Background: an optimization exercise with open tools, aiming at small area. Do not read the settings as production practice. In this exercise RTL edits were held to simulation tests only and were not proved equivalent to the original. No activity file was given, so power comes from the tool's default toggle rates.

$ cat design/flow/flow/run.sh
#!/bin/bash
# Standard synthesis, then the standard ORFS layout steps with a leaner clock
# tree (larger sink clusters, no dummy loads) and the smallest buffer on each
# port. Every tool's output goes to a log file in this folder.
set -euo pipefail
bash standard.sh synth > synth.log 2>&1
bash standard.sh \
  'CTS_ARGS=-sink_clustering_enable -repair_clock_nets -dont_use_dummy_load -sink_clustering_size 20 -sink_clustering_max_diameter 60 -buf_list {sky130_fd_sc_hd__clkbuf_4 sky130_fd_sc_hd__clkbuf_8}' \
  'BUFFER_PORTS_ARGS=-inputs -outputs -buffer_cell sky130_fd_sc_hd__buf_1' \
  finish > layout.log 2>&1
$ cat design/flow/standard.sh
#!/bin/bash
# synth_recipe.tcl (not shown) runs the flow's synth.tcl, then flattens the netlist and writes it again
# the make line also repeats each setting of config.mk as NAME=value (left out here)
make -C /OpenROAD-flow-scripts/flow DESIGN_CONFIG=/design/flow/config.mk WORK_HOME=/design/flow/orfs CLKGATE_MAP_FILE= SYNTH_SCRIPT=/design/flow/synth_recipe.tcl "${@:-finish}"
$ cat design/flow/config.mk
export PLATFORM = sky130hd
export DESIGN_NAME = fpga_unidir
export DESIGN_NICKNAME = fpga_unidir
export VERILOG_FILES = /design/flow/design.v
export SDC_FILE = /design/flow/constraint.sdc
export NUM_CORES = 4
export LEC_CHECK = 0
export CAP_MARGIN = 5
export CORE_MARGIN = 2
export CORE_UTILIZATION = 70
export PLACE_DENSITY = 0.78
export SLEW_MARGIN = 5
export SYNTH_HIERARCHICAL = 1
$ cat design/flow/constraint.sdc
create_clock -name core_clock -period 16.0 [get_ports {wb_clk_i}]
set_input_delay 3.2000 -clock core_clock [delete_from_list [all_inputs] [get_ports {wb_clk_i}]]
set_output_delay 3.2000 -clock core_clock [all_outputs]
set_load 0.01 [all_outputs]
$ cat design/flow/design.v
package fabric_pkg;
  localparam int LUT_K   = 4;
  localparam int SEL_W   = 3;
  localparam int TRUTH_W = 2 ** LUT_K;
  localparam int TRUTH_LSB = 0;
  localparam int SEL_LSB   = 16;
  localparam int REG_BIT   = 28;
  localparam int REGION_FIELD_LSB = 8;
  localparam int REGION_FIELD_W   = 4;
  typedef logic [31:0] wb_addr_t;
  typedef logic [31:0] wb_data_t;
  typedef logic [3:0]  wb_sel_t;
  typedef logic [31:0]        cfg_word_t;
  typedef logic [TRUTH_W-1:0] truth_t;
  typedef logic [15:0]        push_count_t;
  typedef logic [REGION_FIELD_LSB-1:0] reg_offset_t;
  typedef logic [REGION_FIELD_W-1:0]   region_id_t;
  localparam reg_offset_t CTRL_OFFSET     = 8'h00;
  localparam reg_offset_t COL_OFFSET_BASE = 8'h04;
  typedef enum logic {
    REG_IDLE,
    REG_ACK
  } region_state_t;
endpackage
`timescale 1ns/1ps
module logic_cell #(
  parameter int WS = 4
) (
  input  logic                  wb_clk_i,
  input  logic                  arst_n_i,
  input  logic                  cen_i,
  input  logic                  cfg_shift_i,
  input  logic                  valid_i,
  input  logic [28:0]           cfg_i,
  input  logic [WS-1:0]         west_i,
  input  logic [WS-1:0]         fb_i,
  output logic [28:0]           cfg_o,
  output logic                  q_o,
  output logic                  out_o
);
  logic [28:0]                    cfg_q;
  fabric_pkg::truth_t             truth;
  logic [fabric_pkg::LUT_K-1:0]   lut_in_n;
  logic                           lut_out;
  logic                           ff_q;
  always_ff @(posedge wb_clk_i) begin
    if (cfg_shift_i) begin
      cfg_q <= cfg_i;
    end
  end
  assign truth = cfg_q[fabric_pkg::TRUTH_LSB +: fabric_pkg::TRUTH_W];
  for (genvar k = 0; k < fabric_pkg::LUT_K; k++) begin : g_sel
    logic [fabric_pkg::SEL_W-1:0] sel;
    assign sel = cfg_q[fabric_pkg::SEL_LSB + k * fabric_pkg::SEL_W +: fabric_pkg::SEL_W];
    logic west_sel;
    logic fb_sel;
    fabric_mux4 west_mux_i (.d_i(west_i), .s_i(sel[1:0]), .y_o(west_sel));
    fabric_mux4 fb_mux_i   (.d_i(fb_i),   .s_i(sel[1:0]), .y_o(fb_sel));
    fabric_mux2i in_mux_i (.d_i({fb_sel, west_sel}), .s_i(sel[2]), .y_no(lut_in_n[k]));
  end
  fabric_pkg::truth_t truth_rev;
  logic [3:0] lut_lo;
  logic       lut_raw;
  for (genvar b = 0; b < fabric_pkg::TRUTH_W; b++) begin : g_rev
    assign truth_rev[b] = truth[fabric_pkg::TRUTH_W-1-b];
  end
  for (genvar m = 0; m < 4; m++) begin : g_lut
    fabric_mux4 lut_mux_i (.d_i(truth_rev[4*m +: 4]), .s_i(lut_in_n[1:0]), .y_o(lut_lo[m]));
  end
  fabric_mux4 lut_top_i (.d_i(lut_lo), .s_i(lut_in_n[3:2]), .y_o(lut_raw));
  assign lut_out = valid_i & lut_raw;
  always_ff @(posedge wb_clk_i or negedge arst_n_i) begin
    if (!arst_n_i) begin
      ff_q <= 1'b0;
    end else if (cen_i) begin
      ff_q <= lut_out;
    end
  end
  assign out_o = valid_i & (cfg_q[fabric_pkg::REG_BIT] ? ff_q : lut_raw);
  assign q_o   = ff_q;
  assign cfg_o = cfg_q;
endmodule
module fabric_mux4 (
  input  logic [3:0] d_i,
  input  logic [1:0] s_i,
  output logic       y_o
);
  assign y_o = d_i[s_i];
endmodule
module fabric_mux2i (
  input  logic [1:0] d_i,
  input  logic       s_i,
  output logic       y_no
);
  assign y_no = ~d_i[s_i];
endmodule
`timescale 1ns/1ps
module clb_tile_unidir #(
  parameter int WS = 4
) (
  input  logic                  wb_clk_i,
  input  logic                  arst_n_i,
  input  logic                  cen_i,
  input  logic                  cfg_shift_i,
  input  logic [WS-1:0]         valid_i,
  input  logic [28:0]           cfg_i,
  input  logic [WS-1:0]         west_i,
  output logic [28:0]           cfg_o,
  output logic [WS-1:0]         east_o
);
  logic [28:0] cfg_chain [WS+1];
  logic [WS-1:0] q_bus;
  logic [WS-1:0] cell_out;
  assign cfg_chain[0] = cfg_i;
  for (genvar i = 0; i < WS; i++) begin : g_cell
    logic_cell #(
      .WS(WS)
    ) logic_cell_i (
      .wb_clk_i   (wb_clk_i),
      .arst_n_i   (arst_n_i),
      .cen_i      (cen_i),
      .cfg_shift_i(cfg_shift_i),
      .valid_i    (valid_i[i]),
      .cfg_i      (cfg_chain[i]),
      .west_i     (west_i),
      .fb_i       (q_bus),
      .cfg_o      (cfg_chain[i+1]),
      .q_o        (q_bus[i]),
      .out_o      (cell_out[i])
    );
  end
  assign cfg_o = cfg_chain[WS];
  assign east_o = cell_out;
endmodule
`timescale 1ns/1ps
module fabric_config_region #(
  parameter int COLS_PER_REGION    = 2,
  parameter int NUM_CONFIG_REGIONS = 2,
  parameter int CHAIN              = 8
) (
  input  logic                       wb_clk_i,
  input  logic                       arst_n_i,
  input  logic                       wbs_cyc_i,
  input  logic                       wbs_stb_i,
  input  logic                       wbs_we_i,
  input  fabric_pkg::wb_sel_t        wbs_sel_i,
  input  fabric_pkg::wb_addr_t       wbs_addr_i,
  input  fabric_pkg::wb_data_t       wbs_data_i,
  output logic                       wbs_ack_o,
  output fabric_pkg::wb_data_t       wbs_data_o,
  output logic [28:0]                cfg_o,
  output logic [NUM_CONFIG_REGIONS*COLS_PER_REGION-1:0] col_shift_o,
  output logic [NUM_CONFIG_REGIONS*COLS_PER_REGION*CHAIN-1:0] col_valid_o,
  output logic [NUM_CONFIG_REGIONS-1:0] cen_o
);
  localparam int NCOL = NUM_CONFIG_REGIONS * COLS_PER_REGION;
  fabric_pkg::reg_offset_t    offset;
  fabric_pkg::push_count_t    push_count_q [NCOL];
  logic [NUM_CONFIG_REGIONS-1:0] ack_q;
  logic [NUM_CONFIG_REGIONS-1:0] cen_q;
  logic [NUM_CONFIG_REGIONS-1:0] accept;
  logic [COLS_PER_REGION-1:0] col_sel;
  logic [COLS_PER_REGION-1:0] rd_col_q;
  logic [COLS_PER_REGION-1:0] wr_col_q;
  logic                       rd_ctrl_q;
  logic                       is_ctrl;
  logic                       full_word;
  logic [28:0]                cfg_q;
  assign offset    = wbs_addr_i[fabric_pkg::REGION_FIELD_LSB-1:0];
  assign is_ctrl   = (offset == fabric_pkg::CTRL_OFFSET);
  assign full_word = &wbs_sel_i;
  always_comb begin
    for (int c = 0; c < COLS_PER_REGION; c++) begin
      col_sel[c] = (offset == fabric_pkg::reg_offset_t'(fabric_pkg::COL_OFFSET_BASE + 4 * c));
    end
  end
  for (genvar r = 0; r < NUM_CONFIG_REGIONS; r++) begin : g_acc
    assign accept[r] = wbs_cyc_i && wbs_stb_i && !ack_q[r] &&
                       (wbs_addr_i[fabric_pkg::REGION_FIELD_LSB +: fabric_pkg::REGION_FIELD_W] ==
                        fabric_pkg::region_id_t'(r));
  end
  always_ff @(posedge wb_clk_i or negedge arst_n_i) begin
    if (!arst_n_i) begin
      ack_q <= '0;
      cen_q <= '0;
    end else begin
      ack_q <= accept;
      for (int r = 0; r < NUM_CONFIG_REGIONS; r++) begin
        if (accept[r] && wbs_we_i && is_ctrl && wbs_sel_i[0]) begin
          cen_q[r] <= wbs_data_i[0];
        end
      end
    end
  end
  always_ff @(posedge wb_clk_i) begin
    cfg_q     <= wbs_data_i[28:0];
    rd_ctrl_q <= !wbs_we_i && is_ctrl;
    rd_col_q  <= wbs_we_i ? '0 : col_sel;
    wr_col_q  <= (wbs_we_i && full_word) ? col_sel : '0;
  end
  for (genvar c = 0; c < NCOL; c++) begin : g_col
    assign col_shift_o[c] = ack_q[c / COLS_PER_REGION] && wr_col_q[c % COLS_PER_REGION];
    fabric_pkg::push_count_t toggle;
    always_comb begin
      toggle[0] = col_shift_o[c] && (push_count_q[c] != '1);
      for (int b = 1; b < 16; b++) begin
        toggle[b] = toggle[b-1] && push_count_q[c][b-1];
      end
    end
    always_ff @(posedge wb_clk_i or negedge arst_n_i) begin
      if (!arst_n_i) begin
        push_count_q[c] <= '0;
      end else begin
        push_count_q[c] <= push_count_q[c] ^ toggle;
      end
    end
    for (genvar j = 0; j < CHAIN; j++) begin : g_valid
      assign col_valid_o[c * CHAIN + j] = (push_count_q[c] > fabric_pkg::push_count_t'(j));
    end
  end
  always_comb begin
    wbs_data_o = '0;
    for (int r = 0; r < NUM_CONFIG_REGIONS; r++) begin
      wbs_data_o[0] = wbs_data_o[0] | (ack_q[r] & rd_ctrl_q & cen_q[r]);
      for (int c = 0; c < COLS_PER_REGION; c++) begin
        if (ack_q[r] && rd_col_q[c]) begin
          wbs_data_o[15:0] = wbs_data_o[15:0] | push_count_q[r * COLS_PER_REGION + c];
        end
      end
    end
  end
  assign wbs_ack_o = |ack_q;
  assign cfg_o     = cfg_q;
  assign cen_o     = cen_q;
endmodule
`timescale 1ns/1ps
module fpga_unidir #(
  parameter int MX                 = 4,
  parameter int MY                 = 2,
  parameter int WS                 = 4,
  parameter int NUM_CONFIG_REGIONS = 2
) (
  input  logic                  wb_clk_i,
  input  logic                  arst_n_i,
  input  logic                  wbs_cyc_i,
  input  logic                  wbs_stb_i,
  input  logic                  wbs_we_i,
  input  fabric_pkg::wb_sel_t   wbs_sel_i,
  input  fabric_pkg::wb_addr_t  wbs_addr_i,
  input  fabric_pkg::wb_data_t  wbs_data_i,
  output logic                  wbs_ack_o,
  output fabric_pkg::wb_data_t  wbs_data_o,
  input  logic [MY*WS-1:0]      fabric_in_i,
  output logic [MY*WS-1:0]      fabric_out_o
);
  localparam int COLS_PER_REGION = MX / NUM_CONFIG_REGIONS;
  localparam int CHAIN           = MY * WS;
  logic [WS-1:0]         west_w [MY][MX+1];
  logic [28:0]           cfg_w [MY+1][MX];
  logic [28:0]           bus_cfg;
  logic [MX-1:0]         col_shift;
  logic [MX*CHAIN-1:0]   col_valid;
  logic [NUM_CONFIG_REGIONS-1:0] region_cen;
  for (genvar y = 0; y < MY; y++) begin : g_row
    assign west_w[y][0]              = fabric_in_i[y*WS +: WS];
    assign fabric_out_o[y*WS +: WS]  = west_w[y][MX];
    for (genvar x = 0; x < MX; x++) begin : g_col
      clb_tile_unidir #(
        .WS(WS)
      ) clb_tile_unidir_i (
        .wb_clk_i   (wb_clk_i),
        .arst_n_i   (arst_n_i),
        .cen_i      (region_cen[x / COLS_PER_REGION]),
        .cfg_shift_i(col_shift[x]),
        .valid_i    (col_valid[x*CHAIN + y*WS +: WS]),
        .cfg_i      (cfg_w[y][x]),
        .west_i     (west_w[y][x]),
        .cfg_o      (cfg_w[y+1][x]),
        .east_o     (west_w[y][x+1])
      );
    end
  end
  for (genvar x = 0; x < MX; x++) begin : g_fan
    assign cfg_w[0][x] = bus_cfg;
  end
  fabric_config_region #(
    .COLS_PER_REGION   (COLS_PER_REGION),
    .NUM_CONFIG_REGIONS(NUM_CONFIG_REGIONS),
    .CHAIN             (CHAIN)
  ) fabric_config_region_i (
    .wb_clk_i   (wb_clk_i),
    .arst_n_i   (arst_n_i),
    .wbs_cyc_i  (wbs_cyc_i),
    .wbs_stb_i  (wbs_stb_i),
    .wbs_we_i   (wbs_we_i),
    .wbs_sel_i  (wbs_sel_i),
    .wbs_addr_i (wbs_addr_i),
    .wbs_data_i (wbs_data_i),
    .wbs_ack_o  (wbs_ack_o),
    .wbs_data_o (wbs_data_o),
    .cfg_o      (bus_cfg),
    .col_shift_o(col_shift),
    .col_valid_o(col_valid),
    .cen_o      (region_cen)
  );
endmodule
==> reports/metrics.cfg, run 1 <==
[outcome]
status = no timing/DRC/antenna violations

[detailed_routing]
dr.max_layer_used = met5
dr_wl_met2_um = 45400
drc_errors = 0
ant_nets = 0
vias = 21672
vias_per_cell = 6.90
drtPass1Iterations = 5
dr_wl_met3_um = 7880
drt_iter0_drc = 2019
wirelength_um = 90100
m1WireLength_um = 33700
wl_per_cell_um = 28.7

[timing]
worst_clock_skew_ns = 0.0703
max_freq_ghz = 0.0635
finalSetupViolCount = 0
rsz0062_at_grt = no
fin_ws_ns = 0.246
max_slew.worst_pin.slew_ns = 1.27
finalHoldViolCount = 0
hold_slack_ns = 0.427
period_needed_ns = 15.75
period_share = 0.985
drv_slew = 0
slew_headroom = 0.154

[cts]
insertion_delay_ns = 0.71
h-tree-depth = 3
ctsHoldBuffers = 0
cts_buffers = 68
ctsLongestPathBuffers = 3
clkTransAtPathRegs_ns = 0.11
cts_sinks = 1062
cts_root_buf = clkbuf_8
cts_tree = done

[worst_setup_path]
end_kind = output pin
startpoint_type = primary input
slowest_stage = mux4_2
arrival_ns = 12.55
cp_common_cell = mux4_2
slowest_delay_ns = 0.56
required_ns = 12.80
path_max_fanout = 12
crit_type = primary input to output pin

[synth]
syn-cell-area_sq_um = 44600
avgSynthCellArea_sq_um = 22.0
syn_inst = 2029
ys_seq_area_frac = 0.696
ys_types = 31
ys_ff_latch = 1062
ys.flop_type = edfxtp_1
ys_warn_count = 17
ys_async_sr_fraction = 0.0942
synth_edf_count = 928

[floorplanning]
rows = 92
die_x_um = 256
io_pins = 122
dieArea_sq_um = 65800
start_util = 0.707
core_area_sq_um = 63100
die_h_um = 256

[finish]
fillCellCount = 3535
drive_gt1_frac = 0.285
stdcell_area_sq_um = 48000
nNetsFinal = 2431
areaGrowthSynthToFinish_pct = 7.60
final_util = 0.761
multi_input_area_sq_um = 13500
layout.area.seq_sq_um = 31000
fin_cells = 3143

[grt]
grt.overflow.total = 0
grt_max_degree = 145
grt_pass1_wl_um = 135000
grtUsageTotal = 0.281
grt_pass1_vias = 22330
antenna_found_initial = 17

[power]
seqPwrFrac = 0.712
power.leakage_nw = 16.2
p_per_area_nw_per_um2 = 87.8
p_sw_frac = 0.195
peakVddDrop_v = 0.000116
internal-power_mw = 3.40
power_switching_uw = 822
clock_power_share = 0.272
pwr-share-comb = 0.016

[place]
place_ws_ns = -0.459
gp_congestion = 0.894
hpwlAfterDp_um = 61000
port_buffers = 82
dp_cells = 3065
place_area_sq_um = 46800

[hold_path]
worstHoldPathType = register to register

[job]
drv_cap = 0

final timing paths:
path / end / slack, ns / depth (start not counted) / startpoint
hold / removal: register / 0.43 / 0 / register
setup / recovery: fabric_out_o[6] / 0.25 / 32 / fabric_in_i[7]
max in group asynchronous: fabric_config_region_i.push_count_q[3][14] / 12.11 / 2 / arst_n_i
setup reg to reg: register / 5.98 / 30 / register
min in group asynchronous: fabric_config_region_i.push_count_q[1][9] / 2.58 / 1 / arst_n_i
hold reg to reg: register / 0.43 / 0 / register
per-module statistics from Yosys, one instance, submodules excluded, excerpt:
module	flip-flops and latches	copies in the design	cells inside	cell area (sq um)
fabric_mux4	0	416	1	22.5
fabric_mux2i	0	128	1	10.0
logic make-up (layout without fill, tap and decap cells):
kind of cell | count (synthesis) | count (layout) | synth area share
AND/OR/NAND/NOR | 178 | 178 | 0.0215
buffers and inverters | 69 | 313 | 0.00726
AO/OA/AOI/OAI | 77 | 77 | 0.0111
multiplexers | 578 | 578 | 0.246
flip-flops | 1062 | 1062 | 0.696
XOR/XNOR | 4 | 4 | 0.000785
adder cells (fa/ha/maj) | 60 | 60 | 0.0168
other | 1 | 25 | 0.0000841
flip-flops by register name, indices dropped and copies added, names as in the netlist:
register / count
fabric_config_region_i.ack_q: 2
fabric_config_region_i.cen_q: 2
fabric_config_region_i.cfg_q: 29
fabric_config_region_i.push_count_q: 64
fabric_config_region_i.rd_col_q: 2
fabric_config_region_i.rd_ctrl_q: 1
fabric_config_region_i.wr_col_q: 2
g_row.g_col.clb_tile_unidir_i.g_cell.logic_cell_i.cfg_q: 928
g_row.g_col.clb_tile_unidir_i.g_cell.logic_cell_i.ff_q: 32
power groups by stage:
stage	registers (mW)	clock network (mW)	logic (mW)
global placement	3.07	0	0.0628
floorplan	3.04	0	0.0386
CTS	3.00	1.17	0.0651
finish	3.00	1.15	0.0661
detailed placement	3.07	0	0.0644
global route	3.00	1.25	0.0704
synthesized netlist by cell type, types with 13 or more instances:
| library cell | number | share of area |
|---|---|---|
| nor4_1 | 13 | 0.0018 |
| inv_1 | 45 | 0.0038 |
| o21ai_0 | 36 | 0.0040 |
| nand4_1 | 13 | 0.0018 |
| a22oi_1 | 30 | 0.0050 |
| buf_4 | 16 | 0.0027 |
| nor2b_1 | 32 | 0.0045 |
| dfrtp_1 | 100 | 0.056 |
| mux2i_1 | 160 | 0.036 |
| mux4_2 | 416 | 0.21 |
| nand2_1 | 38 | 0.0032 |
| nand3_1 | 39 | 0.0044 |
| ha_1 | 60 | 0.017 |
| nor2_1 | 14 | 0.0012 |
| edfxtp_1 | 928 | 0.62 |
| dfxtp_1 | 34 | 0.015 |
per-stage QoR:
step | setup TNS, ns | power, mW
6_report | 0 | 4.22
5_1_grt | 0 | 4.33
2_1_floorplan | 0 | 3.08
3_3_place_gp | -1.35 | 3.13
3_5_place_dp | -1.35 | 3.13
4_1_cts | 0 | 4.24
cell usage in the layout, fill, tap and decap left out, types with 38 or more instances in the layout:
master,synthesis,final
buf_4,16,115
buf_1,0,73
mux2i_1,160,145
edfxtp_1,928,928
dfrtp_1,100,100
nand2_1,38,38
inv_1,45,41
ha_1,60,60
clkbuf_8,0,68
mux4_2,416,416
nand3_1,39,39
timing repair:
action | CTS | global route
setup buffers | 0 | 1
gates resized for setup | 20 | 40
setup endpoints to repair | 4 | 8
metal layers:
metal / global-route usage / up-vias
met4: 0.101 / 2
met3: 0.0602 / 147
li1: - / 9209
met2: 0.453 / 1005
met1: 0.392 / 11309
met5: 0 / -
worst max-delay path: cells and delay by family:
kind	cells	cell delay, ns
AND/OR/NAND/NOR	4	0.55
multiplexers	20	7.46
buffers and inverters	8	1.32
layout make-up:
| type | instances | share of cell area |
|---|---|---|
| multi-input cells | 913 | 0.282 |
| clock buffers | 68 | 0.0195 |
| flip-flops and latches | 1062 | 0.647 |
| inverters | 45 | 0.00414 |
| diodes | 9 | 0.000469 |
| well taps | 846 | 0.0221 |
| repair buffers | 200 | 0.0254 |
==> inputs of run 2 (changes only) <==
==> design/flow/flow/run.sh (replaced) <==
#!/bin/bash
# Standard synthesis, then the standard ORFS layout steps with a leaner clock
# tree (larger sink clusters, no dummy loads) and the smallest buffer on each
# port. Every tool's output goes to a log file in this folder.
set -euo pipefail
bash standard.sh synth > synth.log 2>&1
bash standard.sh \
  'CTS_ARGS=-sink_clustering_enable -repair_clock_nets -dont_use_dummy_load -sink_clustering_size 16 -sink_clustering_max_diameter 60 -buf_list {sky130_fd_sc_hd__clkbuf_4 sky130_fd_sc_hd__clkbuf_8}' \
  'BUFFER_PORTS_ARGS=-inputs -outputs -buffer_cell sky130_fd_sc_hd__buf_1' \
  finish > layout.log 2>&1
--- a/design/flow/config.mk
+++ b/design/flow/config.mk
@@ -7,7 +7,7 @@
 export LEC_CHECK = 0
 export CAP_MARGIN = 5
 export CORE_MARGIN = 2
-export CORE_UTILIZATION = 70
-export PLACE_DENSITY = 0.78
+export CORE_UTILIZATION = 75
+export PLACE_DENSITY = 0.82
 export SLEW_MARGIN = 5
 export SYNTH_HIERARCHICAL = 1
==> reports/metrics.cfg, run 2 <==
[detailed_routing]
ant_nets = 0
wl_per_cell_um = 30.8
drtPass1Iterations = 6
wirelength_um = 94600
drc_errors = 0
drt_iter0_drc = 2718
vias = 22241
vias_per_cell = 7.24

[finish]
top_regs = g_row.g_col.clb_tile_unidir_i.g_cell.logic_cell_i.cfg_q: 928 flops, fabric_config_region_i.push_count_q: 64 flops, g_row.g_col.clb_tile_unidir_i.g_cell.logic_cell_i.ff_q: 32 flops
nNetsFinal = 2435
largest_register_ffs = 928
top_register = g_row.g_col.clb_tile_unidir_i.g_cell.logic_cell_i.cfg_q
layout.area.seq_sq_um = 31000
mostFrequentLayoutCells = edfxtp_1 (928), mux4_2 (416), mux2i_1 (143)
fillCellCount = 2702
multi_input_area_sq_um = 13500
stdcell_area_sq_um = 48000
final_common_cell = edfxtp_1
areaGrowthSynthToFinish_pct = 7.61
drive_gt1_frac = 0.289

[power]
peakVddDrop_v = 0.000108
p_sw_frac = 0.195
power.leakage_nw = 16.2
clock_power_share = 0.281
pwr-share-comb = 0.016
internal-power_mw = 3.44
seqPwrFrac = 0.703
p_per_area_nw_per_um2 = 89.0
power_switching_uw = 834

[cts]
cts_tree = done
ctsLongestPathBuffers = 3
insertion_delay_ns = 0.71
cts_buffers = 76
cts_sinks = 1062
h-tree-depth = 3
clkTransAtPathRegs_ns = 0.09
ctsHoldBuffers = 0
cts_root_buf = clkbuf_8

[synth]
ys_ff_latch = 1062
yosysMostFrequentCell = edfxtp_1
synth_top_area_cell = edfxtp_1
syn_inst = 2029
ys_async_sr_fraction = 0.0942
synth_top_cells_by_area = edfxtp_1 (62%), mux4_2 (21%), dfrtp_1 (5.6%)
ys_warn_count = 17
synth_edf_count = 928
synth_top_cell_area_share = 0.625
ys.flop_type = edfxtp_1
avgSynthCellArea_sq_um = 22.0
syn-cell-area_sq_um = 44600
ys_types = 31
synth_commonest_cells = edfxtp_1 (928), mux4_2 (416), mux2i_1 (160)
ys_seq_area_frac = 0.696

[timing]
drv_slew = 0
max_slew.worst_pin.slew_ns = 1.25
max_freq_ghz = 0.0632
fin_setup_tns_ns = 0
finalHoldViolCount = 0
finalSetupViolCount = 0
period_share = 0.989
hold_slack_ns = 0.436
worst_clock_skew_ns = 0.0496
period_needed_ns = 15.83
slew_headroom = 0.165

[place]
gp_congestion = 0.947
hpwlAfterDp_um = 65100
port_buffers = 82
place_area_sq_um = 46700

[grt]
grt_pass1_vias = 22778
grt_pass1_wl_um = 140000
grt.overflow.total = 0
antenna_found_initial = 17
grt_max_degree = 154
grtUsageTotal = 0.320

[worst_setup_path]
end_kind = output pin
slowest_stage = mux4_2
slowest_delay_ns = 0.57
crit_type = primary input to output pin
cp_common_cell = mux4_2
arrival_ns = 12.63
path_max_fanout = 12
startpoint_type = primary input
required_ns = 12.80

[hold_path]
worstHoldPathType = register to register

[floorplanning]
dieArea_sq_um = 61400
rows = 89
io_pins = 122
die_x_um = 248
start_util = 0.757
die_h_um = 248
core_area_sq_um = 58900

[outcome]
status = no timing/DRC/antenna violations

[job]
drv_cap = 0

[run 2: path summary, 6_finish.rpt]
kind,startpoint,endpoint,slack (ns),cells after the start
max,fabric_in_i[4],fabric_out_o[4],0.17,31
min,register,register,0.44,0
max reg2reg,register,register,5.84,29
min reg2reg,register,register,0.44,0
max in group asynchronous,arst_n_i,async pin,12.18,2
min in group asynchronous,arst_n_i,async pin,2.56,1
[run 2: layout make-up]
type | instances | area share
flip-flops and latches | 1062 | 0.647
diodes | 7 | 0.000365
inverters | 45 | 0.00414
multi-input cells | 913 | 0.282
repair buffers | 196 | 0.0247
well taps | 773 | 0.0201
clock buffers | 76 | 0.0218
[run 2: power groups by stage]
| stage | sequential (mW) | combinational (mW) | clock [mW] |
|---|---|---|---|
| floorplan | 3.04 | 0.0386 | 0 |
| global placement | 3.06 | 0.0625 | 0 |
| detailed placement | 3.06 | 0.0646 | 0 |
| CTS | 3.00 | 0.0649 | 1.23 |
| global route | 3.00 | 0.0709 | 1.31 |
| finish | 3.00 | 0.0663 | 1.20 |
[run 2: metal layers]
metal / GRT usage / vias to the layer above / part of all wire
met3: 0.0536 / 219 / 0.093
met4: 0.144 / 4 / 0.045
met5: 0 / - / 0.00033
met2: 0.522 / 1279 / 0.51
li1: - / 9210 / -
met1: 0.439 / 11529 / 0.35
[run 2: modules after synthesis, one instance, submodules excluded, a selection]
| module | cells inside | flip-flops and latches | copies in the design | cell area (sq um) |
|---|---|---|---|---|
| fabric_mux2i | 1 | 0 | 128 | 10.0 |
| fabric_mux4 | 1 | 0 | 416 | 22.5 |
[run 2: metrics by stage]
step / utilization / worst slack, ns / total power [mW] / std cells
2_1_floorplan: - / 0.885 / 3.08 / 2044
3_3_place_gp: 0.792 / -0.137 / 3.13 / 2988
3_5_place_dp: 0.792 / -0.184 / 3.13 / 2988
4_1_cts: 0.811 / 0.00686 / 4.29 / 3064
5_1_grt: 0.815 / -0.0572 / 4.38 / 3066
6_report: 0.815 / 0.171 / 4.27 / 3072
[run 2: critical path, delay by kind of cell]
family                 cells  cell delay, ns
multiplexers              20            7.51
buffers and inverters      7            1.31
AND/OR/NAND/NOR            4            0.57
[run 2: repair_timing]
item / in CTS / in global routing
hold endpoints to repair: 0 / 0
endpoints found under the setup margin: 8 / 8
resized for setup: 15 / 55
buffers inserted: 0 / 1
[run 2: kinds of logic (layout without fill, tap and decap cells)]
family          count (synthesis)  count (layout)  share of synthesized area
flops                        1062            1062                      0.696
fa+ha+maj                      60              60                     0.0168
xor+xnor                        4               4                   0.000785
compound gates                 77              77                     0.0111
other cells                     1              23                  0.0000841
buf+inv                        69             317                    0.00726
mux                           578             578                      0.246
simple gates                  178             178                     0.0215
==> inputs of run 3 (changes only) <==
--- a/design/flow/flow/run.sh
+++ b/design/flow/flow/run.sh
@@ -7,4 +7,5 @@
 bash standard.sh \
   'CTS_ARGS=-sink_clustering_enable -repair_clock_nets -dont_use_dummy_load -sink_clustering_size 16 -sink_clustering_max_diameter 60 -buf_list {sky130_fd_sc_hd__clkbuf_4 sky130_fd_sc_hd__clkbuf_8}' \
   'BUFFER_PORTS_ARGS=-inputs -outputs -buffer_cell sky130_fd_sc_hd__buf_1' \
+  'GPL_KEEP_OVERFLOW=0' \
   finish > layout.log 2>&1
--- a/design/flow/config.mk
+++ b/design/flow/config.mk
@@ -7,7 +7,7 @@
 export LEC_CHECK = 0
 export CAP_MARGIN = 5
 export CORE_MARGIN = 2
-export CORE_UTILIZATION = 75
-export PLACE_DENSITY = 0.82
+export CORE_UTILIZATION = 70
+export PLACE_DENSITY = 0.78
 export SLEW_MARGIN = 5
 export SYNTH_HIERARCHICAL = 1
==> reports/metrics.cfg, run 3 <==
[synth]
yosysMostFrequentCell = edfxtp_1
ys_ff_latch = 1062
synth_top_cells_by_area = edfxtp_1 (62%), mux4_2 (21%), dfrtp_1 (5.6%)
synth_commonest_cells = edfxtp_1 (928), mux4_2 (416), mux2i_1 (160)
ys_seq_area_frac = 0.696
synth-compound-area-share = 0.0111
synthAdderAreaFrac = 0.0168
ys_warn_count = 17
syn-cell-area_sq_um = 44600
synth_xor_area_frac = 0.000785
syn_inst = 2029
ys.flop_type = edfxtp_1
synth_top_family_by_area = multiplexers
ys_async_sr_fraction = 0.0942
synth_top_area_cell = edfxtp_1
synthSimpleGateAreaFrac = 0.0215
synth_edf_count = 928
ys_types = 31
synthMuxAreaShare = 0.246
avgSynthCellArea_sq_um = 22.0
synth_top_cell_area_share = 0.625

[worst_setup_path]
cp.depth = 28
rr_worst_depth = 26
slowest_stage = mux4_2
path_max_fanout = 16
required_ns = 12.80
end_kind = output pin
arrival_ns = 12.65
cp_common_cell = mux4_2
cp_top_family = multiplexers
startpoint_type = primary input
crit_type = primary input to output pin
slowest_delay_ns = 0.59
critical_path_buf_inv_count = 4

[floorplanning]
dieArea_sq_um = 65800
core_area_sq_um = 63100
io_pins = 122
rows = 92
die_x_um = 256
start_util = 0.707
die_h_um = 256

[detailed_routing]
drt_iter0_drc = 2644
vias = 21611
drc_errors = 0
wirelength_um = 91500
vias_per_cell = 6.96
ant_nets = 0
wl_per_cell_um = 29.5
drtPass1Iterations = 5

[finish]
top_register = g_row.g_col.clb_tile_unidir_i.g_cell.logic_cell_i.cfg_q
fillCellCount = 3353
top_regs = g_row.g_col.clb_tile_unidir_i.g_cell.logic_cell_i.cfg_q: 928 flops, fabric_config_region_i.push_count_q: 64 flops, g_row.g_col.clb_tile_unidir_i.g_cell.logic_cell_i.ff_q: 32 flops
drive_gt1_frac = 0.297
fin_cells = 3105
largest_register_ffs = 928
nNetsFinal = 2383
mostFrequentLayoutCells = edfxtp_1 (928), mux4_2 (416), dfrtp_1 (100)
final_util = 0.772
areaGrowthSynthToFinish_pct = 9.20
final_common_cell = edfxtp_1

[outcome]
status = no timing/DRC/antenna violations

[timing]
finalSetupViolCount = 0
drv_slew = 0
slew_headroom = 0.138
worst_clock_skew_ns = 0.0508
finalHoldViolCount = 0
period_needed_ns = 15.85
max_slew.worst_pin.slew_ns = 1.29
period_share = 0.991
max_freq_ghz = 0.0631

[power]
p_per_area_nw_per_um2 = 88.1
power.leakage_nw = 16.1
peakVddDrop_v = 0.0000942

[place]
gp_congestion = 0.897
port_buffers = 82
dp_cells = 2954
hpwlAfterDp_um = 58600

[job]
drv_cap = 0

[grt]
antenna_found_initial = 17
grt_pass1_vias = 21819
grt_max_degree = 152
grt.overflow.total = 0
grtUsageTotal = 0.280
grt_pass1_wl_um = 134000

[cts]
ctsLongestPathBuffers = 3
ctsHoldBuffers = 0
cts_tree = done
clkTransAtPathRegs_ns = 0.10
h-tree-depth = 3
cts_root_buf = clkbuf_8
cts_buffers = 77
insertion_delay_ns = 0.69
cts_sinks = 1062

[hold_path]
worstHoldPathType = register to register
whs_path_depth = 0

run 3: cell counts after synthesis:
Identical to the previous run, type by type.
run 3: layout make-up:
| type | instances | area, sq um | share of cell area |
|---|---|---|---|
| sequential | 1062 | 31000 | 0.637 |
| inverter | 45 | 199 | 0.00408 |
| antenna | 19 | 47.5 | 0.000976 |
| multi-input combinational | 917 | 14200 | 0.291 |
| tap | 846 | 1060 | 0.0217 |
| timing repair buffer | 139 | 1100 | 0.0227 |
| clock buffer | 77 | 1060 | 0.0218 |
run 3: worst paths after layout:
check | start | to | slack [ns]
setup / recovery | fabric_in_i[3] | fabric_out_o[2] | 0.15
hold / removal | register | register | 0.43
setup reg to reg | register | register | 5.88
hold reg to reg | register | register | 0.43
max in group asynchronous | arst_n_i | async pin | 12.42
min in group asynchronous | arst_n_i | async pin | 2.59
run 3: what timing repair did:
action | CTS | global route
gates cloned | 0 | 4
setup buffers | 13 | 38
setup endpoints to repair | 8 | 8
resized for setup | 113 | 66
hold endpoints to repair | 0 | 0
run 3: kinds of logic after synthesis:
| family | Yosys count |
|---|---|
| multiplexers | 578 |
| AND/OR/NAND/NOR | 178 |
| adder cells (fa/ha/maj) | 60 |
| XOR/XNOR | 4 |
| AO/OA/AOI/OAI | 77 |
| flip-flops | 1062 |
| buffers and inverters | 69 |
| other | 1 |
run 3: where the power goes:
group / switching [mW] / internal (mW)
Combinational: 0.0352 / 0.0368
Clock: 0.783 / 0.433
Sequential: 0.0288 / 2.98
run 3: per-layer routing:
metal  GRT usage  vias to the layer above  wire length, um
li1            -                     9145                -
met1       0.399                    11270            33700
met2       0.457                     1035            47300
met3      0.0418                      161             7990
met4      0.0961                        0             2580
met5           0                        -                0
run 3: metrics by stage:
stage          setup WS, ns  hold WS, ns   TNS (ns)  total power, mW  instance area [sq um]
2_1_floorplan         0.885        0.421          0             3.08                  44700
3_3_place_gp          -1.90        0.424     -14.44             3.13                  45900
3_5_place_dp          -1.99        0.428     -15.21             3.13                  46100
4_1_cts           -0.000891        0.429  -0.000891             4.32                  48000
5_1_grt             -0.0681        0.444     -0.250             4.41                  48700
6_report              0.147        0.425          0             4.29                  48700
run 3: worst reg2reg max path, cell delays in order, from the launching register on:
cell	delay (ns)
dfrtp_1	0.70
mux4_2	0.63
mux2i_4	0.18
buf_12	0.15
mux4_2	0.52
mux4_2	0.58
mux2i_4	0.31
nor2b_4	0.13
mux4_2	0.51
mux2i_4	0.19
buf_12	0.15
mux4_2	0.52
mux4_2	0.55
mux2i_4	0.22
nor2b_4	0.12
mux4_2	0.51
mux2i_4	0.30
mux4_2	0.57
mux4_2	0.57
mux2i_4	0.25
nor2b_4	0.13
mux4_2	0.50
mux2i_4	0.31
mux4_2	0.59
mux4_2	0.54
nand3_1	0.10
o21ai_0	0.11
run 3: modules after synthesis, one instance, submodules excluded, excerpt:
| module | cells inside | flip-flops and latches |
|---|---|---|
| fabric_mux4 | 1 | 0 |
| fabric_mux2i | 1 | 0 |
==> inputs of run 4 (changes only) <==
--- a/design/flow/flow/run.sh
+++ b/design/flow/flow/run.sh
@@ -7,5 +7,4 @@
 bash standard.sh \
   'CTS_ARGS=-sink_clustering_enable -repair_clock_nets -dont_use_dummy_load -sink_clustering_size 16 -sink_clustering_max_diameter 60 -buf_list {sky130_fd_sc_hd__clkbuf_4 sky130_fd_sc_hd__clkbuf_8}' \
   'BUFFER_PORTS_ARGS=-inputs -outputs -buffer_cell sky130_fd_sc_hd__buf_1' \
-  'GPL_KEEP_OVERFLOW=0' \
   finish > layout.log 2>&1
==> reports/metrics.cfg, run 4 <==
[floorplanning]
core_area_sq_um = 63100
die_x_um = 256
die_h_um = 256
start_util = 0.707
rows = 92
dieArea_sq_um = 65800
io_pins = 122

[timing]
period_share = 0.986
drv_slew = 0
hold_slack_ns = 0.428
max_slew.worst_pin.slew_ns = 1.27
worst_clock_skew_ns = 0.0531
max_freq_ghz = 0.0634
finalSetupViolCount = 0
period_needed_ns = 15.77
finalHoldViolCount = 0
slew_headroom = 0.157
rsz0062_at_grt = no

[power]
peakVddDrop_v = 0.0000919
p_per_area_nw_per_um2 = 88.9
power.leakage_nw = 16.3

[cts]
cts_root_buf = clkbuf_8
insertion_delay_ns = 0.69
h-tree-depth = 3
cts_buffers = 77
clkTransAtPathRegs_ns = 0.10
cts_tree = done
cts_sinks = 1062
ctsLongestPathBuffers = 3

[finish]
final_util = 0.763
top_register = g_row.g_col.clb_tile_unidir_i.g_cell.logic_cell_i.cfg_q
nNetsFinal = 2440
largest_register_ffs = 928
final_common_cell = edfxtp_1
stdcell_area_sq_um = 48100
fin_cells = 3148
areaGrowthSynthToFinish_pct = 7.85
mostFrequentLayoutCells = edfxtp_1 (928), mux4_2 (416), mux2i_1 (145)
top_regs = g_row.g_col.clb_tile_unidir_i.g_cell.logic_cell_i.cfg_q: 928 flops, fabric_config_region_i.push_count_q: 64 flops, g_row.g_col.clb_tile_unidir_i.g_cell.logic_cell_i.ff_q: 32 flops
drive_gt1_frac = 0.287

[worst_setup_path]
slowest_delay_ns = 0.56
end_kind = output pin
arrival_ns = 12.57
slowest_stage = mux4_2
required_ns = 12.80
rrSetupSlack_ns = 5.93
path_max_fanout = 12
cp_top_family = multiplexers
critical_path_buf_inv_count = 8
crit_type = primary input to output pin
startpoint_type = primary input
cp_common_cell = mux4_2

[grt]
antenna_found_initial = 14
grtUsageTotal = 0.282
grt_pass1_vias = 22471
grt.overflow.total = 0
grt_max_degree = 145
grt_pass1_wl_um = 136000

[detailed_routing]
drt_iter0_drc = 2231
vias = 21668
ant_nets = 0
drc_errors = 0
drtPass1Iterations = 5
vias_per_cell = 6.88
wirelength_um = 89900
wl_per_cell_um = 28.6

[synth]
ys_seq_area_frac = 0.696
ys_async_sr_fraction = 0.0942
ys.flop_type = edfxtp_1
synth_edf_count = 928
syn_inst = 2029
ys_ff_latch = 1062
synth_top_cell_area_share = 0.625
synth_top_area_cell = edfxtp_1
ys_types = 31
yosysMostFrequentCell = edfxtp_1
syn-cell-area_sq_um = 44600
ys_warn_count = 17
synth_top_cells_by_area = edfxtp_1 (62%), mux4_2 (21%), dfrtp_1 (5.6%)
synth_commonest_cells = edfxtp_1 (928), mux4_2 (416), mux2i_1 (160)
avgSynthCellArea_sq_um = 22.0

[place]
gp_congestion = 0.894
hpwlAfterDp_um = 61000
dp_cells = 3065
port_buffers = 82
place_area_sq_um = 46800

[job]
drv_cap = 0

[hold_path]
worstHoldPathType = register to register

[outcome]
status = no timing/DRC/antenna violations

-- run 4: cell types whose count changed in the layout (fill, tap and decap cells not counted), moves of 3 or more --
cell      change
nor2b_1       +9
mux2i_1      +53
buf_4        +82
buf_12       -20
mux2i_4      -40
buf_16        -4
mux2i_2      -13
diode_2      -14
nor2b_4      -15
clkbuf_2      +3
-- run 4: modules after synthesis, one instance, submodules excluded, excerpt --
module        area [sq um]  flops+latches  cells
fabric_mux4           22.5              0      1
fabric_mux2i          10.0              0      1
-- run 4: what timing repair did --
item                                    4_1_cts  5_1_grt
buffers inserted                              0        1
hold buffers                                  0        0
endpoints found under the setup margin        4        8
resized for setup                            20       39
-- run 4: per-layer routing --
layer  vias to the layer above  track usage  wire [um]  share of wire
li1                       9235            -          -              -
met1                     11240        0.392      33000           0.37
met2                      1018        0.456      45300           0.50
met3                       167       0.0548       8310          0.092
met4                         8        0.107       3220          0.036
met5                         -            0         59        0.00066
-- run 4: path summary, 6_finish.rpt --
check / to / cells after the start / startpoint
worst min register to register: register / 0 / register
worst max register to register: register / 29 / register
min in group asynchronous: async pin / 1 / arst_n_i
worst max-delay path: fabric_out_o[5] / 32 / fabric_in_i[7]
max in group asynchronous: fabric_config_region_i.push_count_q[3][15] / 2 / arst_n_i
worst min-delay path: register / 0 / register
-- run 4: stage by stage --
stage | worst slack (ns) | power (mW) | TNS, ns
6_report | 0.230 | 4.28 | 0
5_1_grt | 0.00826 | 4.39 | 0
4_1_cts | 0.00664 | 4.30 | 0
3_5_place_dp | -0.459 | 3.13 | -1.35
3_3_place_gp | -0.441 | 3.13 | -1.35
2_1_floorplan | 0.885 | 3.08 | 0
-- run 4: cell type report --
cell class	instances	area, sq um
flip-flops and latches	1062	31000
fillers	3502	15000
diodes	5	12.5
clock buffers	77	1060
inverters	45	199
multi-input cells	913	13500
well taps	846	1060
repair buffers	200	1220
-- run 4: power by group --
group | switching [mW] | total [mW] | internal [mW] | leakage, nW
Clock | 0.772 | 1.21 | 0.433 | 0.554
Sequential | 0.0283 | 3.00 | 2.98 | 9.85
Combinational | 0.0321 | 0.0660 | 0.0340 | 5.85
Total | 0.832 | 4.28 | 3.44 | 16.3
-- run 4: logic make-up (layout without fill, tap and decap cells) --
kind of cell | after synthesis | in the layout | synth area share
multiplexers | 578 | 578 | 0.246
XOR/XNOR | 4 | 4 | 0.000785
buffers and inverters | 69 | 322 | 0.00726
flip-flops | 1062 | 1062 | 0.696
AO/OA/AOI/OAI | 77 | 77 | 0.0111
adder cells (fa/ha/maj) | 60 | 60 | 0.0168
AND/OR/NAND/NOR | 178 | 178 | 0.0215
other | 1 | 21 | 0.0000841
==> inputs of run 5 (changes only) <==
--- a/design/flow/design.v
+++ b/design/flow/design.v
@@ -76,7 +76,7 @@
       ff_q <= lut_out;
     end
   end
-  assign out_o = valid_i & (cfg_q[fabric_pkg::REG_BIT] ? ff_q : lut_raw);
+  assign out_o = cfg_q[fabric_pkg::REG_BIT] ? ff_q : lut_out;
   assign q_o   = ff_q;
   assign cfg_o = cfg_q;
 endmodule
--- a/design/flow/config.mk
+++ b/design/flow/config.mk
@@ -8,6 +8,7 @@
 export CAP_MARGIN = 5
 export CORE_MARGIN = 2
 export CORE_UTILIZATION = 70
+export GPL_ROUTABILITY_DRIVEN = 0
 export PLACE_DENSITY = 0.78
 export SLEW_MARGIN = 5
 export SYNTH_HIERARCHICAL = 1
==> reports/metrics.cfg, run 5 <==
[outcome]
status = no timing/DRC/antenna violations

[hold_path]
whs_path_depth = 0
worstHoldPathType = register to register

[finish]
nNetsFinal = 2474
top_regs = g_row.g_col.clb_tile_unidir_i.g_cell.logic_cell_i.cfg_q: 928 flops, fabric_config_region_i.push_count_q: 64 flops, g_row.g_col.clb_tile_unidir_i.g_cell.logic_cell_i.ff_q: 32 flops
top_register = g_row.g_col.clb_tile_unidir_i.g_cell.logic_cell_i.cfg_q
final_common_cell = edfxtp_1
mostFrequentLayoutCells = edfxtp_1 (928), mux4_2 (416), mux2i_1 (124)
largest_register_ffs = 928
drive_gt1_frac = 0.274
areaGrowthSynthToFinish_pct = 7.61

[detailed_routing]
drc_errors = 0
vias = 21919
vias_per_cell = 6.89
drt_iter0_drc = 2559
wl_per_cell_um = 28.4
wirelength_um = 90300
ant_nets = 0
drtPass1Iterations = 5

[cts]
cts_setup_buffers = 0
ctsHoldBuffers = 0
insertion_delay_ns = 0.69
ctsLongestPathBuffers = 3
cts_buffers = 77
cts_tree = done
clkTransAtPathRegs_ns = 0.10
h-tree-depth = 3
cts_sinks = 1062
cts_root_buf = clkbuf_8

[timing]
finalHoldViolCount = 0
worst_clock_skew_ns = 0.0430
max_slew.worst_pin.slew_ns = 1.22
rsz0062_at_grt = no
max_freq_ghz = 0.0634
period_share = 0.986
drv_slew = 0
period_needed_ns = 15.78
finalSetupViolCount = 0
hold_slack_ns = 0.446
slew_headroom = 0.189

[worst_setup_path]
end_kind = output pin
slowest_stage = mux4_2
slowest_delay_ns = 0.57
crit_type = primary input to output pin
arrival_ns = 12.58
cp_common_cell = mux4_2
required_ns = 12.80
startpoint_type = primary input
path_max_fanout = 12
rr_worst_depth = 29

[synth]
syn-cell-area_sq_um = 44500
synth_commonest_cells = edfxtp_1 (928), mux4_2 (416), mux2i_1 (128)
synth_top_cells_by_area = edfxtp_1 (63%), mux4_2 (21%), dfrtp_1 (5.6%)
ys_async_sr_fraction = 0.0942
synth_edf_count = 928
avgSynthCellArea_sq_um = 21.6
syn_inst = 2061
ys_types = 31
ys.flop_type = edfxtp_1
ys_warn_count = 17
synth_top_cell_area_share = 0.626
ys_ff_latch = 1062
synth_top_area_cell = edfxtp_1
ys_seq_area_frac = 0.698
yosysMostFrequentCell = edfxtp_1

[grt]
grt_pass1_wl_um = 137000
grt_pass1_vias = 22300
antenna_found_initial = 13
grt_max_degree = 159
grtUsageTotal = 0.284
grt.overflow.total = 0

[floorplanning]
io_pins = 122
die_x_um = 256
rows = 92
dieArea_sq_um = 65600
start_util = 0.707
core_area_sq_um = 63000
die_h_um = 256

[power]
p_per_area_nw_per_um2 = 89.7
peakVddDrop_v = 0.000113
power.leakage_nw = 16.1
finalPower_mw = 4.30

[place]
port_buffers = 82
hpwlAfterDp_um = 61300

[job]
drv_cap = 0

[run 5: cell count changes after synthesis]
cell     previous run  this run
nand2_1            38       102
o21ai_1             0        64
nor2b_1            32         0
mux2i_1           160       128
o21ai_0            36         4
[run 5: repair_timing]
| item | in CTS | in global routing |
|---|---|---|
| cloned | 0 | 0 |
| resized for setup | 4 | 18 |
| endpoints found under the setup margin | 4 | 8 |
[run 5: cells by family after synthesis]
group / after synthesis / share of synthesized area
flip-flops: 1062 / 0.698
multiplexers: 546 / 0.240
XOR/XNOR: 4 / 0.000787
other: 1 / 0.0000843
AO/OA/AOI/OAI: 109 / 0.0148
AND/OR/NAND/NOR: 210 / 0.0225
adder cells (fa/ha/maj): 60 / 0.0169
buffers and inverters: 69 / 0.00728
[run 5: per-layer routing]
layer	GRT usage	wire, um	vias up
li1	-	-	9340
met1	0.397	34300	11476
met2	0.472	46700	948
met3	0.0522	6580	151
met4	0.0789	2780	4
met5	0	22	-
[run 5: worst paths after layout]
path	startpoint	endpoint	slack (ns)
setup / recovery	fabric_in_i[3]	fabric_out_o[0]	0.22
hold / removal	register	register	0.45
setup reg to reg	register	register	6.14
hold reg to reg	register	register	0.45
max in group asynchronous	arst_n_i	fabric_config_region_i.cen_q[1]	12.11
min in group asynchronous	arst_n_i	async pin	2.46
[run 5: final cells by class]
type                    count  area [sq um]
flip-flops and latches   1062         31000
fillers                  3446         15100
multi-input cells         945         13300
repair buffers            202          1250
clock buffers              77          1060
well taps                 846          1060
inverters                  45           199
diodes                      4          10.0
[run 5: worst max-delay path, delay by kind of cell]
family                 cells  cell delay (ns)
buffers and inverters      7             1.46
AND/OR/NAND/NOR            4             0.38
AO/OA/AOI/OAI              4             0.76
multiplexers              16             6.72
[run 5: power by group]
group	switching [mW]	leakage [nW]	internal, mW
clock	0.784	0.554	0.433
combinational	0.0375	5.65	0.0402
sequential	0.0259	9.85	2.98
total	0.847	16.1	3.45
[run 5: modules after synthesis, one instance, submodules excluded, excerpt]
module	flip-flops and latches	cells inside	cell area (sq um)	copies in the design
fabric_mux4	0	1	22.5	416
fabric_mux2i	0	1	10.0	128
[run 5: stage by stage]
step / cell area, sq um / instances / setup TNS, ns / setup WS, ns / utilization
after global routing: 47900 / 3178 / 0 / 0.00385 / 0.760
after detailed placement: 46700 / 3100 / -0.493 / -0.158 / 0.742
final: 47900 / 3181 / 0 / 0.217 / 0.760
after floorplan: 44500 / 2076 / 0 / 0.905 / -
after CTS: 47800 / 3177 / 0 / 0.0137 / 0.759
after global placement: 46700 / 3100 / 0 / 0.0188 / 0.742
==> inputs of run 6 (changes only) <==
--- a/design/flow/config.mk
+++ b/design/flow/config.mk
@@ -8,7 +8,6 @@
 export CAP_MARGIN = 5
 export CORE_MARGIN = 2
 export CORE_UTILIZATION = 70
-export GPL_ROUTABILITY_DRIVEN = 0
 export PLACE_DENSITY = 0.78
 export SLEW_MARGIN = 5
 export SYNTH_HIERARCHICAL = 1
==> reports/metrics.cfg, run 6 <==
[outcome]
status = no timing/DRC/antenna violations

[synth]
avgSynthCellArea_sq_um = 21.6
synth_top_cell_area_share = 0.626
synth_commonest_cells = edfxtp_1 (928), mux4_2 (416), mux2i_1 (128)
ys_async_sr_fraction = 0.0942
ys_types = 31
ys_seq_area_frac = 0.698
yosysMostFrequentCell = edfxtp_1
ys_ff_latch = 1062
ys_warn_count = 17
syn-cell-area_sq_um = 44500
syn_inst = 2061
ys.flop_type = edfxtp_1
synth_top_cells_by_area = edfxtp_1 (63%), mux4_2 (21%), dfrtp_1 (5.6%)
synth_edf_count = 928
synth_top_area_cell = edfxtp_1

[detailed_routing]
drt_iter0_drc = 2458
wirelength_um = 89200
drc_errors = 0
ant_nets = 0
vias = 21827
wl_per_cell_um = 28.0
vias_per_cell = 6.85
drtPass1Iterations = 5

[worst_setup_path]
path_max_fanout = 11
crit_type = primary input to output pin
end_kind = output pin
arrival_ns = 12.59
slowest_delay_ns = 0.56
cp_common_cell = mux4_2
required_ns = 12.80
startpoint_type = primary input
slowest_stage = mux4_2

[timing]
max_freq_ghz = 0.0633
finalSetupViolCount = 0
max_slew.worst_pin.slew_ns = 1.17
period_share = 0.987
slew_headroom = 0.219
period_needed_ns = 15.79
finalHoldViolCount = 0
drv_slew = 0
worst_clock_skew_ns = 0.0609

[floorplanning]
die_h_um = 256
die_x_um = 256
core_area_sq_um = 63000
dieArea_sq_um = 65600
rows = 92
io_pins = 122
start_util = 0.707

[place]
hpwlAfterDp_um = 61200
port_buffers = 82
gp_congestion = 0.918
place_area_sq_um = 46700

[cts]
ctsHoldBuffers = 0
cts_sinks = 1062
insertion_delay_ns = 0.72
cts_tree = done
h-tree-depth = 3
cts_root_buf = clkbuf_8
cts_setup_buffers = 0
clkTransAtPathRegs_ns = 0.09
ctsLongestPathBuffers = 3
cts_buffers = 77

[power]
peakVddDrop_v = 0.0000985
power.leakage_nw = 16.1
p_per_area_nw_per_um2 = 89.6

[finish]
stdcell_area_sq_um = 47900
top_regs = g_row.g_col.clb_tile_unidir_i.g_cell.logic_cell_i.cfg_q: 928 flops, fabric_config_region_i.push_count_q: 64 flops, g_row.g_col.clb_tile_unidir_i.g_cell.logic_cell_i.ff_q: 32 flops
largest_register_ffs = 928
nNetsFinal = 2479
final_common_cell = edfxtp_1
top_register = g_row.g_col.clb_tile_unidir_i.g_cell.logic_cell_i.cfg_q
areaGrowthSynthToFinish_pct = 7.65
final_util = 0.761
mostFrequentLayoutCells = edfxtp_1 (928), mux4_2 (416), buf_4 (125)
drive_gt1_frac = 0.280

[grt]
grt.overflow.total = 0
grt_pass1_wl_um = 137000
grtUsageTotal = 0.281
antenna_found_initial = 5
globalRouteMet3Util = 0.0535
grt_pass1_vias = 22651
grt_max_degree = 151
grt_use_met2 = 0.466
gr-max-usage-layer = met2
met1_usage = 0.388

[hold_path]
worstHoldPathType = register to register

[job]
drv_cap = 0

==> run 6: cell counts after synthesis <==
No cell type changed its count.
==> run 6: cells by family after synthesis <==
group | Yosys count | synth area share
simple gates | 210 | 0.0225
xor+xnor | 4 | 0.000787
mux | 546 | 0.240
buf+inv | 69 | 0.00728
flops | 1062 | 0.698
compound gates | 109 | 0.0148
fa+ha+maj | 60 | 0.0169
other cells | 1 | 0.0000843
==> run 6: cell type report <==
class / instances / area [sq um]
inverters: 45 / 199
flip-flops and latches: 1062 / 31000
fillers: 3536 / 15100
diodes: 5 / 12.5
clock buffers: 77 / 1060
repair buffers: 207 / 1260
well taps: 846 / 1060
multi-input cells: 945 / 13300
==> run 6: through the flow <==
step / TNS [ns] / instances / setup slack, ns / total power, mW / hold WS [ns]
after detailed placement: -0.670 / 3105 / -0.142 / 3.14 / 0.427
after CTS: 0 / 3182 / 0.0163 / 4.32 / 0.443
after global placement: -0.276 / 3105 / -0.0919 / 3.14 / 0.425
after global routing: -0.00600 / 3183 / -0.00600 / 4.41 / 0.452
after floorplan: 0 / 2076 / 0.905 / 3.09 / 0.421
final: 0 / 3187 / 0.210 / 4.29 / 0.440
==> run 6: modules after synthesis, one instance, submodules excluded, excerpt <==
module / copies in the design / cells inside / flip-flops and latches / area [sq um]
fabric_mux4: 416 / 1 / 0 / 22.5
fabric_mux2i: 128 / 1 / 0 / 10.0
==> run 6: worst max-delay path, delay by kind of cell <==
family / cells / cell delay, ns
AOI/OAI and AO/OA: 4 / 0.71
and+or+nand+nor: 4 / 0.38
buffers and inverters: 7 / 1.50
muxes: 16 / 6.75
==> run 6: report_power, final <==
part           total (mW)  internal (mW)  switching (mW)  leakage (nW)
clock                1.21          0.433           0.780         0.554
combinational      0.0775         0.0402          0.0374          5.67
sequential           3.00           2.98          0.0249          9.85
total                4.29           3.45           0.842          16.1
==> run 6: what timing repair did <==
item | 4_1_cts | 5_1_grt
resized for setup | 6 | 21
endpoints found under the setup margin | 8 | 8
pin swaps | 0 | 0
==> run 6: final timing paths <==
kind / from / endpoint / slack [ns] / depth (start not counted)
max: fabric_in_i[0] / fabric_out_o[2] / 0.21 / 31
min: register / register / 0.44 / 0
max reg2reg: register / register / 6.26 / 28
min reg2reg: register / register / 0.44 / 0
max in group asynchronous: arst_n_i / fabric_config_region_i.push_count_q[0][10] / 12.17 / 2
min in group asynchronous: arst_n_i / async pin / 2.57 / 1
==> run 6: per-layer routing <==
layer | routed length, um | part of all wire
met1 | 34200 | 0.38
met2 | 45600 | 0.51
met3 | 6210 | 0.070
met4 | 3180 | 0.036
met5 | 11 | 0.00012
==> inputs of run 7 (changes only) <==
--- a/design/flow/config.mk
+++ b/design/flow/config.mk
@@ -7,7 +7,7 @@
 export LEC_CHECK = 0
 export CAP_MARGIN = 5
 export CORE_MARGIN = 2
-export CORE_UTILIZATION = 70
-export PLACE_DENSITY = 0.78
+export CORE_UTILIZATION = 65
+export PLACE_DENSITY = 0.72
 export SLEW_MARGIN = 5
 export SYNTH_HIERARCHICAL = 1
==> reports/metrics.cfg, run 7 <==
[worst_setup_path]
required_ns = 12.80
cp_top_family = multiplexers
arrival_ns = 12.64
cp_common_cell = mux4_2
path_max_fanout = 16
startpoint_type = primary input
slowest_delay_ns = 0.54
critical_path_buf_inv_count = 8
crit_type = primary input to output pin
end_kind = output pin
slowest_stage = mux4_2

[timing]
finalSetupViolCount = 0
drv_slew = 0
fin_ws_ns = 0.163
slew_headroom = 0.225
worst_clock_skew_ns = 0.0779
max_slew.worst_pin.slew_ns = 1.16
period_share = 0.990
finalHoldViolCount = 0
fin_setup_tns_ns = 0
period_needed_ns = 15.84
max_freq_ghz = 0.0631

[synth]
syn_inst = 2061
synth_commonest_cells = edfxtp_1 (928), mux4_2 (416), mux2i_1 (128)
synth_edf_count = 928
ys_types = 31
ys_seq_area_frac = 0.698
synth_top_cells_by_area = edfxtp_1 (63%), mux4_2 (21%), dfrtp_1 (5.6%)
ys_ff_latch = 1062
syn-cell-area_sq_um = 44500
ys_async_sr_fraction = 0.0942
ys_warn_count = 17
synth_top_area_cell = edfxtp_1
yosysMostFrequentCell = edfxtp_1
avgSynthCellArea_sq_um = 21.6
ys.flop_type = edfxtp_1
synth_top_cell_area_share = 0.626

[grt]
grt_pass1_wl_um = 136000
grt_max_degree = 157
grtUsageTotal = 0.267
antenna_found_initial = 16
grt_pass1_vias = 21850
grt.overflow.total = 0

[finish]
top_register = g_row.g_col.clb_tile_unidir_i.g_cell.logic_cell_i.cfg_q
mostFrequentLayoutCells = edfxtp_1 (928), mux4_2 (416), mux2i_1 (127)
largest_register_ffs = 928
top_regs = g_row.g_col.clb_tile_unidir_i.g_cell.logic_cell_i.cfg_q: 928 flops, fabric_config_region_i.push_count_q: 64 flops, g_row.g_col.clb_tile_unidir_i.g_cell.logic_cell_i.ff_q: 32 flops
nNetsFinal = 2477
drive_gt1_frac = 0.275
final_util = 0.710
final_common_cell = edfxtp_1
areaGrowthSynthToFinish_pct = 7.80

[cts]
cts_setup_buffers = 0
clkTransAtPathRegs_ns = 0.09
cts_tree = done
cts_root_buf = clkbuf_8
cts_sinks = 1062
h-tree-depth = 3
ctsLongestPathBuffers = 3
ctsHoldBuffers = 0
insertion_delay_ns = 0.73
cts_buffers = 78

[power]
seqPwrFrac = 0.696
power_switching_uw = 859
power.leakage_nw = 16.1
peakVddDrop_v = 0.0000827
internal-power_mw = 3.45
pwr-share-comb = 0.018
clock_power_share = 0.286
p_per_area_nw_per_um2 = 89.9
p_sw_frac = 0.199

[detailed_routing]
vias_per_cell = 6.75
wl_per_cell_um = 28.5
drt_iter0_drc = 2458
wirelength_um = 91700
vias = 21696
drtPass1Iterations = 5
drc_errors = 0
ant_nets = 0

[place]
gp_congestion = 0.884
place_ws_ns = -0.200
hpwlAfterDp_um = 61500
port_buffers = 82

[job]
drv_cap = 0

[floorplanning]
die_x_um = 266
rows = 95
die_h_um = 266
start_util = 0.659
core_area_sq_um = 67500
io_pins = 122
dieArea_sq_um = 70600

[hold_path]
worstHoldPathType = register to register

[outcome]
status = no timing/DRC/antenna violations

-- run 7: cell counts after synthesis --
Identical to the previous run, type by type.
-- run 7: routing by layer --
layer	up-vias	part of all wire	GRT usage
met3	156	0.075	0.0411
met5	-	0.00025	0
met1	11378	0.39	0.385
li1	9327	-	-
met2	831	0.51	0.432
met4	4	0.031	0.0850
-- run 7: what timing repair did --
item | in CTS | in global routing
gates resized for setup | 9 | 11
endpoints found under the hold margin | 0 | 0
setup endpoints to repair | 6 | 7
pin swaps | 0 | 0
-- run 7: stage by stage --
step / total power, mW / hold WS [ns] / instance area, sq um / instances
final: 4.31 / 0.431 / 48000 / 3215
after global routing: 4.43 / 0.449 / 47900 / 3208
after CTS: 4.35 / 0.428 / 47900 / 3207
after detailed placement: 3.14 / 0.427 / 46800 / 3129
after global placement: 3.14 / 0.425 / 46800 / 3129
after floorplan: 3.09 / 0.421 / 44500 / 2076
-- run 7: worst paths after layout --
check	from	end	slack, ns	depth (start not counted)
max in group asynchronous	arst_n_i	async pin	12.11	2
min in group asynchronous	arst_n_i	fabric_config_region_i.push_count_q[1][7]	2.58	1
min reg2reg	register	register	0.43	0
max reg2reg	register	register	6.19	30
min	register	register	0.43	0
max	fabric_in_i[7]	fabric_out_o[7]	0.16	32
-- run 7: final cells by class --
cell class / instances / area (sq um)
sequential: 1062 / 31000
fill: 4104 / 19600
multi-input combinational: 945 / 13200
timing repair buffer: 204 / 1280
tap: 873 / 1090
clock buffer: 78 / 1070
inverter: 45 / 199
antenna: 8 / 20.0
-- run 7: kinds of logic (layout without fill, tap and decap cells) --
kind of cell | count (synthesis) | count (layout) | synth area share
AOI/OAI and AO/OA | 109 | 109 | 0.0148
xor gates and xnor gates | 4 | 4 | 0.000787
adders and majority gates | 60 | 60 | 0.0169
buffers and inverters | 69 | 327 | 0.00728
DFF | 1062 | 1062 | 0.698
muxes | 546 | 546 | 0.240
other | 1 | 24 | 0.0000843
and+or+nand+nor | 210 | 210 | 0.0225
-- run 7: per-module statistics from Yosys (local to each module, per instance), a selection --
module / flops+latches / cells inside / copies in the design / cell area (sq um)
fabric_mux2i: 0 / 1 / 128 / 10.0
fabric_mux4: 0 / 1 / 416 / 22.5
-- run 7: power by group through the flow --
| stage | registers, mW | clock network [mW] | logic (mW) |
|---|---|---|---|
| after floorplan | 3.04 | 0 | 0.0464 |
| after global placement | 3.07 | 0 | 0.0764 |
| after detailed placement | 3.07 | 0 | 0.0779 |
| after CTS | 3.00 | 1.27 | 0.0783 |
| after global routing | 3.00 | 1.34 | 0.0826 |
| final | 3.00 | 1.23 | 0.0774 |

## what the ideal ports hide
No port has a modelled driver above. Below, the same layouts with a new extraction and two added sets of constraints. Step 1 sets driving cells, clkbuf_16 on the clock port and buf_2 on the other inputs (assumed; they add their load-dependent delay and slew). Step 2 moves the port delays by t, midway between the first and last clock arrival at a register: inputs arrive t later, outputs are due t later. That takes back most of the time a late clock gives input paths. Three values: ideal, step 1, step 2; two values: the first two.
run	t (ns)	setup WS [ns]	clock arrival spread, ns
run 1	0.734	0.246 / 0.224 / 0.224	0.081 / 0.080
run 2	0.744	0.171 / 0.147 / 0.147	0.058 / 0.059
run 3	0.726	0.147 / 0.113 / 0.113	0.060 / 0.060
run 4	0.726	0.230 / 0.208 / 0.208	0.055 / 0.055
run 5	0.730	0.217 / 0.194 / 0.194	0.048 / 0.047
run 6	0.750	0.210 / 0.186 / 0.186	0.062 / 0.062
run 7	0.751	0.163 / 0.142 / 0.142	0.081 / 0.080
After both steps every run listed still meets setup and hold. The setup slack of run 3, which loses most, moves by -0.034 ns with the drivers and by -0.034 ns with both steps.
